Background: an optimization exercise with open tools, aiming at small area. Do not read the settings as production practice. In this exercise RTL edits were held to simulation tests only and were not proved equivalent to the original. Power figures rest on the tool's default switching activity, not on a simulated workload.

==> design/flow/design.v <==
package tpu_mac_pkg;
  localparam int BYTE_W     = 8;
  localparam int WORD_BYTES = 8;
  localparam int ELEM_W     = 16;
  localparam int WORD_W     = 64;
  localparam int CNT_W      = $clog2(WORD_BYTES);
  function automatic logic [ELEM_W-1:0] get_elem(input logic [WORD_W-1:0] word,
                                                 input int unsigned r,
                                                 input int unsigned c);
    get_elem = word[ELEM_W*(2*r+c) +: ELEM_W];
  endfunction
endpackage
module byte_word_assembler
(
  input  logic        clk,
  input  logic [7:0]  datos_in,
  input  logic        wr_strobe,
  input  logic [2:0]  byte_cnt,
  output logic [55:0] stg
);
  always_ff @(posedge clk) begin
    for (int i = 0; i < 7; i++) begin
      if (wr_strobe && byte_cnt == 3'(i))
        stg[8*i +: 8] <= datos_in;
    end
  end
endmodule
module tpu_mac_core
(
  input  logic              clk,
  input  logic              rst,
  input  logic [tpu_mac_pkg::BYTE_W-1:0] datos_in,
  input  logic              ena_write,
  input  logic              enable_accu,
  input  logic              clear,
  output logic [tpu_mac_pkg::WORD_W-1:0] matrix_a,
  output logic [tpu_mac_pkg::WORD_W-1:0] matrix_b,
  output logic [tpu_mac_pkg::WORD_W-1:0] product,
  output logic [tpu_mac_pkg::WORD_W-1:0] acc_out,
  output logic              word_done,
  output logic              a_loaded
);
  logic wr_d, acc_d, beta;
  logic wr_strobe, acc_strobe;
  logic [2:0] byte_cnt, j;
  logic [55:0] stg;
  assign wr_strobe  = ena_write & ~wr_d;
  assign acc_strobe = enable_accu & ~acc_d;
  always_ff @(posedge clk) begin
    if (!rst) begin
      wr_d     <= 1'b0;
      acc_d    <= 1'b0;
      beta     <= 1'b0;
      byte_cnt <= '0;
    end else begin
      wr_d     <= ena_write;
      acc_d    <= enable_accu;
      beta     <= wr_strobe;
      if (wr_strobe) byte_cnt <= byte_cnt + 1'b1;
    end
  end
  byte_word_assembler u_asm (
    .clk       (clk),
    .datos_in  (datos_in),
    .wr_strobe (wr_strobe),
    .byte_cnt  (byte_cnt),
    .stg       (stg)
  );
  assign j = byte_cnt - {2'b0, beta};
  wire last_a = wr_strobe & (byte_cnt == 3'd7);    
  wire last_b = beta & (byte_cnt == 3'd0);          
  always_ff @(posedge clk) begin
    if (!rst) begin
      matrix_b  <= '0;
      word_done <= 1'b0;
    end else begin
      word_done <= last_a;
      if (last_a) matrix_b <= {datos_in, stg};
    end
  end
  always_ff @(posedge clk) begin
    if (!rst) begin
      matrix_a <= '0;
      a_loaded <= 1'b0;
    end else if (word_done) begin
      if (!a_loaded) begin
        matrix_a <= matrix_b;
        a_loaded <= 1'b1;
      end else begin
        a_loaded <= 1'b0;
      end
    end
  end
  wire [15:0] a00 = matrix_a[15:0],  a01 = matrix_a[31:16];
  wire [15:0] a10 = matrix_a[47:32], a11 = matrix_a[63:48];
  wire [15:0] w00 = stg[15:0], w01 = stg[31:16], w10 = stg[47:32];
  wire [7:0]  s0 = stg[7:0], s1 = stg[15:8], s6 = stg[55:48];
  logic [7:0] xs;    
  always_comb begin
    case (j)
      3'd0: xs = stg[7:0];
      3'd1: xs = stg[15:8];
      3'd2: xs = stg[23:16];
      3'd3: xs = stg[31:24];
      3'd4: xs = stg[39:32];
      3'd5: xs = stg[47:40];
      3'd6: xs = stg[55:48];
      default: xs = matrix_b[63:56];
    endcase
  end
  wire [7:0] x = beta ? xs : datos_in;
  logic [15:0] lin00, lin01, lin10, lin11;
  logic [15:0] q00, q01, q10, q11;
  logic [15:0] p00, p01, p10, p11;
  logic [15:0] a0, a1, acc0, acc1;
  always_comb begin
    if (beta) begin
      a0   = j[2] ? w01 : w00;
      a1   = j[1] ? w10 : w00;
      acc0 = (j == 3'd2 || j == 3'd4) ? 16'd0 : (j == 3'd5) ? q00 : q01;
      acc1 = (j == 3'd4) ? 16'd0 : q10;
    end else begin
      a0   = j[2] ? a01 : a00;
      a1   = j[2] ? a11 : a10;
      acc0 = (!j[0] && !j[2]) ? 16'd0 : j[1] ? lin01 : lin00;
      acc1 = (!j[0] && !j[2]) ? 16'd0 : j[1] ? lin11 : lin10;
    end
  end
  wire [15:0] a0s = j[0] ? {a0[7:0], 8'h00} : a0;
  wire [15:0] a1s = j[0] ? {a1[7:0], 8'h00} : a1;
  wire [15:0] r0 = acc0 + a0s * x;
  wire [15:0] r1 = acc1 + a1s * x;
  wire [7:0]  m2a = beta ? (j[0] ? s1 : s0) : datos_in;
  wire [7:0]  m2b = beta ? (j[0] ? {s0[6:0], 1'b0} : s0) : (j[0] ? {s6[6:0], 1'b0} : datos_in);
  wire [15:0] pr2 = m2a * m2b;
  wire [15:0] acc2 = (!beta && j[0]) ? q11 : q00;
  wire [15:0] r2 = acc2 + (j[0] ? {pr2[7:0], 8'h00} : pr2);
  always_ff @(posedge clk) begin
    if (wr_strobe) begin
      if (!byte_cnt[1]) begin
        lin00 <= r0;
        lin10 <= r1;
      end else begin
        lin01 <= r0;
        lin11 <= r1;
      end
      if (byte_cnt[2] && byte_cnt[1]) q11 <= r2;
    end
    if (beta) begin
      if (j[2] && !j[1]) q00 <= r0;
      else if (j[1]) q01 <= r0;
      if (j[2]) q10 <= r1;
      if (j == 3'd6) q00 <= r2;
    end
  end
  always_ff @(posedge clk) begin
    if (!rst) begin
      p00 <= '0;
      p01 <= '0;
      p10 <= '0;
      p11 <= '0;
    end else if (last_a) begin
      p00 <= lin00;
      p01 <= r0;
      p10 <= lin10;
      p11 <= r1;
    end else if (last_b && !a_loaded) begin
      p00 <= r2;
      p01 <= r0;
      p10 <= r1;
      p11 <= q11;
    end
  end
  assign product = {p11, p10, p01, p00};
  always_ff @(posedge clk) begin
    if (!rst) begin
      acc_out <= '0;
    end else if (clear) begin
      acc_out <= '0;
    end else if (acc_strobe) begin
      for (int e = 0; e < 4; e++)
        acc_out[16*e +: 16] <= acc_out[16*e +: 16] + product[16*e +: 16];
    end
  end
endmodule
==> design/flow/run.sh <==
#!/bin/bash
# synth_recipe.tcl (not shown) runs the flow's synth.tcl, then flattens the netlist and writes it again
# the make line also repeats each setting of config.mk as NAME=value (left out here)
make -C /OpenROAD-flow-scripts/flow DESIGN_CONFIG=/design/flow/config.mk WORK_HOME=/design/flow/orfs CLKGATE_MAP_FILE= SYNTH_SCRIPT=/design/flow/synth_recipe.tcl finish
==> design/flow/config.mk <==
export PLATFORM = sky130hd
export DESIGN_NAME = tpu_mac_core
export DESIGN_NICKNAME = tpu_mac_core
export VERILOG_FILES = /design/flow/design.v
export SDC_FILE = /design/flow/constraint.sdc
export NUM_CORES = 4
export LEC_CHECK = 0
export CAP_MARGIN = 20
export CORE_MARGIN = 2
export CORE_UTILIZATION = 40
export SLEW_MARGIN = 20
==> design/flow/constraint.sdc <==
create_clock -name core_clock -period 9.2 [get_ports {clk}]
set_input_delay 1.8400 -clock core_clock [delete_from_list [all_inputs] [get_ports {clk}]]
set_output_delay 1.8400 -clock core_clock [all_outputs]
set_load 0.01 [all_outputs]
==> key figures <==
Worst setup path
  • Arrival @ worst endpoint: 8620 ps
  • Worst R2R Setup Slack: 950 ps
  • CP endpoint: q00[15]
  • CP endpoint kind: flop
  • Reg-to-reg startpoint: byte_cnt[0]
  • Worst Setup SP: byte_cnt[0]
  • Worst Path Required: 9570 ps
  • Crit Path Category: reg -> reg
  • Reg2reg path depth: 26
  • CP Launch Type: flop
  • Worst-path maximum fanout: 20
  • Critical R2R Capture: q00[15]

Clock network
  • Worst-path clk slew: 60 ps
  • TritonCTS Buffers: 49
  • CTS tree: built
  • Post-CTS Setup Repair Bufs: 0
  • CTS Root Cell: clkbuf_16
  • # clock sinks: 448
  • H-tree Lvls: 2
  • Hold_buf cts: 0
  • Clk buf depth: 3
  • Post-CTS Resized: 0
  • Worst skew pair latency: 620 ps

STA
  • RSZ-0062 raised after global routing: false
  • Count of final setup violators: 0
  • Worst Max-Slew Pin Slew: 1050 ps
  • Crit path time final: 8250 ps
  • Final period utilization: 0.897
  • Clock Skew: 37.2 ps
  • Final Hold Viols: 0
  • Setup TNS: 0 ps
  • Slew Limit Fails: 0
  • Fmax: 0.121 GHz
  • Max transition margin: 0.296

Floorplan
  • Die area: 77900 sq um
  • Num ports: 271
  • Die Height: 279 microns
  • Initial Util: 0.405
  • CORE AREA: 74700 sq um
  • Rows: 100
  • Die X: 279 microns

Logic synthesis
  • Multiplexer share of the synthesized area: 0.0653
  • Area leader, netlist: edfxtp_1
  • Register area share after synthesis: 0.357
  • Netlist cell types: 81
  • Syn Inst Count: 3322
  • Synth cell count leaders: nand2_1, inv_1, a21oi_1
  • Post-Synth XOR/XNOR Area: 0.0326
  • Post-synth EDFFs: 184
  • Share of the synthesized area in the top cell type: 0.183
  • Synth warn: 2
  • Prevailing post-synth register cell: dfxtp_1
  • Synth Area in Adders: 0.195
  • Compound-cell area share of the yosys netlist: 0.124
  • Largest family of logic cells by synthesized area: adder cells
  • Area contributors post-synth: edfxtp_1, dfxtp_1, fa_1
  • Cell with the most instances after synthesis: nand2_1
  • Synth Area per Inst: 9.11 sq um
  • Post-synthesis net count: 3694
  • Post-Synth Simple-Gate Area: 0.160
  • Async set-or-reset flop fraction in the synthesized netlist: 0
  • Mapped cell area: 30300 sq um
  • Seq cells post-synth: 448

Global route
  • GRT met3 Usage: 0.0393
  • Met2 Use GR: 0.416
  • GRT busiest layer: met2
  • Met1 global-route usage: 0.341
  • Vias in the first global route: 24086
  • Total GRT Usage: 0.250
  • Initial antenna violation count: 1
  • First-pass GRT wire length: 150000 microns
  • Largest net degree at the start of global routing: 94
  • GRT overflow: 0

Route
  • Final WL: 97700 microns
  • Via density: 5.38
  • DRC violation count after routing: 0
  • 1st-pass router iterations: 6
  • Drt wl/cell: 21.4 microns
  • Post-route antenna net violation count: 0
  • Iteration-0 DRC Markers: 1953
  • Total number of vias: 24558

Placed design
  • PortBufs: 270
  • DP HPWL: 74300 microns
  • Routability cong.: 0.943

Pwr
  • Final total power: 0.00860 W
  • PwrDens: 241 nW/um^2
  • Leak Pwr: 14.8 nW
  • VDD IR-drop max: 0.234 mV

Finish
  • Final nets: 3926
  • Share of layout cells above drive strength 1: 0.0734
  • Number of diodes: 0
  • Area grow syn2layout: 18.0%

Outcome
  • Outcome: complete, no violations

Job
  • Max-Cap Viols: 0

Worst hold path
  • Hold depth: 1
  • Min-delay src: wr_d
  • Hold WC Path Type: reg -> reg
## registers in the layout (all words and copies together) (netlist names)
signal     cells
byte_cnt       3
q11           16
wr_d           1
p00           16
q01           16
acc_d          1
matrix_b      64
p10           16
matrix_a      64
beta           1
lin00         16
lin11         16
acc_out       64
lin01         16
word_done      1
lin10         16
u_asm.stg     56
q10           16
p11           16
a_loaded       1
p01           16
q00           16
## cell families (layout without fill, tap and decap cells)
logic type               count (synthesis)  count (layout)
AND/OR/NAND/NOR                       1136            1136
AO/OA/AOI/OAI                          612             612
buffers and inverters                  505             778
flip-flops                             448             448
adder cells (fa/ha/maj)                359             359
multiplexers                           157             157
XOR/XNOR                               105             105
## area by class of cell
cell class | instances | area [sq um]
fill | 7075 | 39000
multi-input combinational | 2369 | 17600
sequential | 448 | 10800
timing repair buffer | 342 | 3260
clock buffer | 69 | 1360
inverter | 344 | 1300
tap | 969 | 1210
clock inverter | 23 | 198
## where the power goes
group / total, W / internal, W / switching (W)
clock network: 0.00192 / 0.00107 / 0.000851
logic: 0.00411 / 0.00162 / 0.00249
registers: 0.00257 / 0.00244 / 0.000129
total: 0.00860 / 0.00513 / 0.00347
## worst min path at each step
stage,to,slack (ps)
floorplan,beta,410
global route,beta,460
detailed placement,beta,430
finish,beta,440
CTS,beta,450
global placement,beta,430
## layout by cell type (no fill, tap or decap), types with 20 or more instances in the layout
cell and count:
clkbuf_16 51, mux4_2 22, fa_1 189, edfxtp_1 184
buf_4 71, nand3_1 52, dfxtp_1 263, nor2b_1 25
o21ai_0 87, or2_2 25, nand2_1 599, clkdlybuf4s50_1 270
nor2_1 276, ha_1 168, xor2_1 27, nor3_1 27
a21oi_1 293, nand2b_1 34, xnor2_1 72, a311oi_1 29
a21o_1 25, and2_1 20, mux2i_1 90, inv_1 342
mux2_2 36
## metal layers
| layer | routed length, microns | vias up |
|---|---|---|
| met1 | 42800 | 12131 |
| met5 | 0 | - |
| li1 | - | 11623 |
| met2 | 46700 | 689 |
| met4 | 2060 | 0 |
| met3 | 6070 | 115 |
## metrics by stage
stage | cells | area, sq um | util | setup WS [ps] | hold WS, ps
5_1_grt | 4564 | 35700 | 0.478 | 531 | 458
3_5_place_dp | 4472 | 34200 | 0.457 | 426 | 434
6_report | 4564 | 35700 | 0.478 | 947 | 438
4_1_cts | 4564 | 35700 | 0.478 | 1080 | 448
2_1_floorplan | 3322 | 30300 | - | 132 | 414
3_3_place_gp | 4472 | 34200 | 0.457 | 491 | 431
## critical path, stage by stage, from the launching register on
cell and delay (ps):
dfxtp_1 470, inv_1 130, ha_1 230, ha_4 190, xor2_4 760, buf_4 290, mux2i_1 80, o21ai_0 330
o21a_1 570, nand3_1 170, fa_1 510, inv_1 50, fa_1 450, ha_1 290, inv_1 40, fa_1 480
inv_1 80, ha_1 320, nor2b_1 140, o21ai_0 440, a21boi_0 220, o21ai_0 270, a21oi_1 150, a41o_1 280
o41ai_1 440, xor2_1 250, mux2_1 330

==> what the ideal ports hide <==
Ports are ideal in the flow. The routed layout listed here was re-timed in OpenROAD.
Step 1: set_driving_cell puts a clkbuf_16 on clk and a buf_2 on each other input, an assumption about the parent block.
Step 2, shift: input delay + t, output delay - t, t = (earliest + latest rising clock arrival at the registers) / 2. This alone moves slack from input paths to output paths.
Three values: ideal, step 1, step 2; two values: the first two.
t (ns): 0.657
slack for setup (ns): 0.947 / 0.947 / 0.361
worst hold slack (ns): 0.438 / 0.438 / 0.438
worst slew at a driven data input, ns: 0.06
cell pins on the clock port's net: 1
After both steps this run still meets setup and hold. For this run, drivers alone change the setup slack by 0.000 ns; drivers and shift together by -0.586 ns.
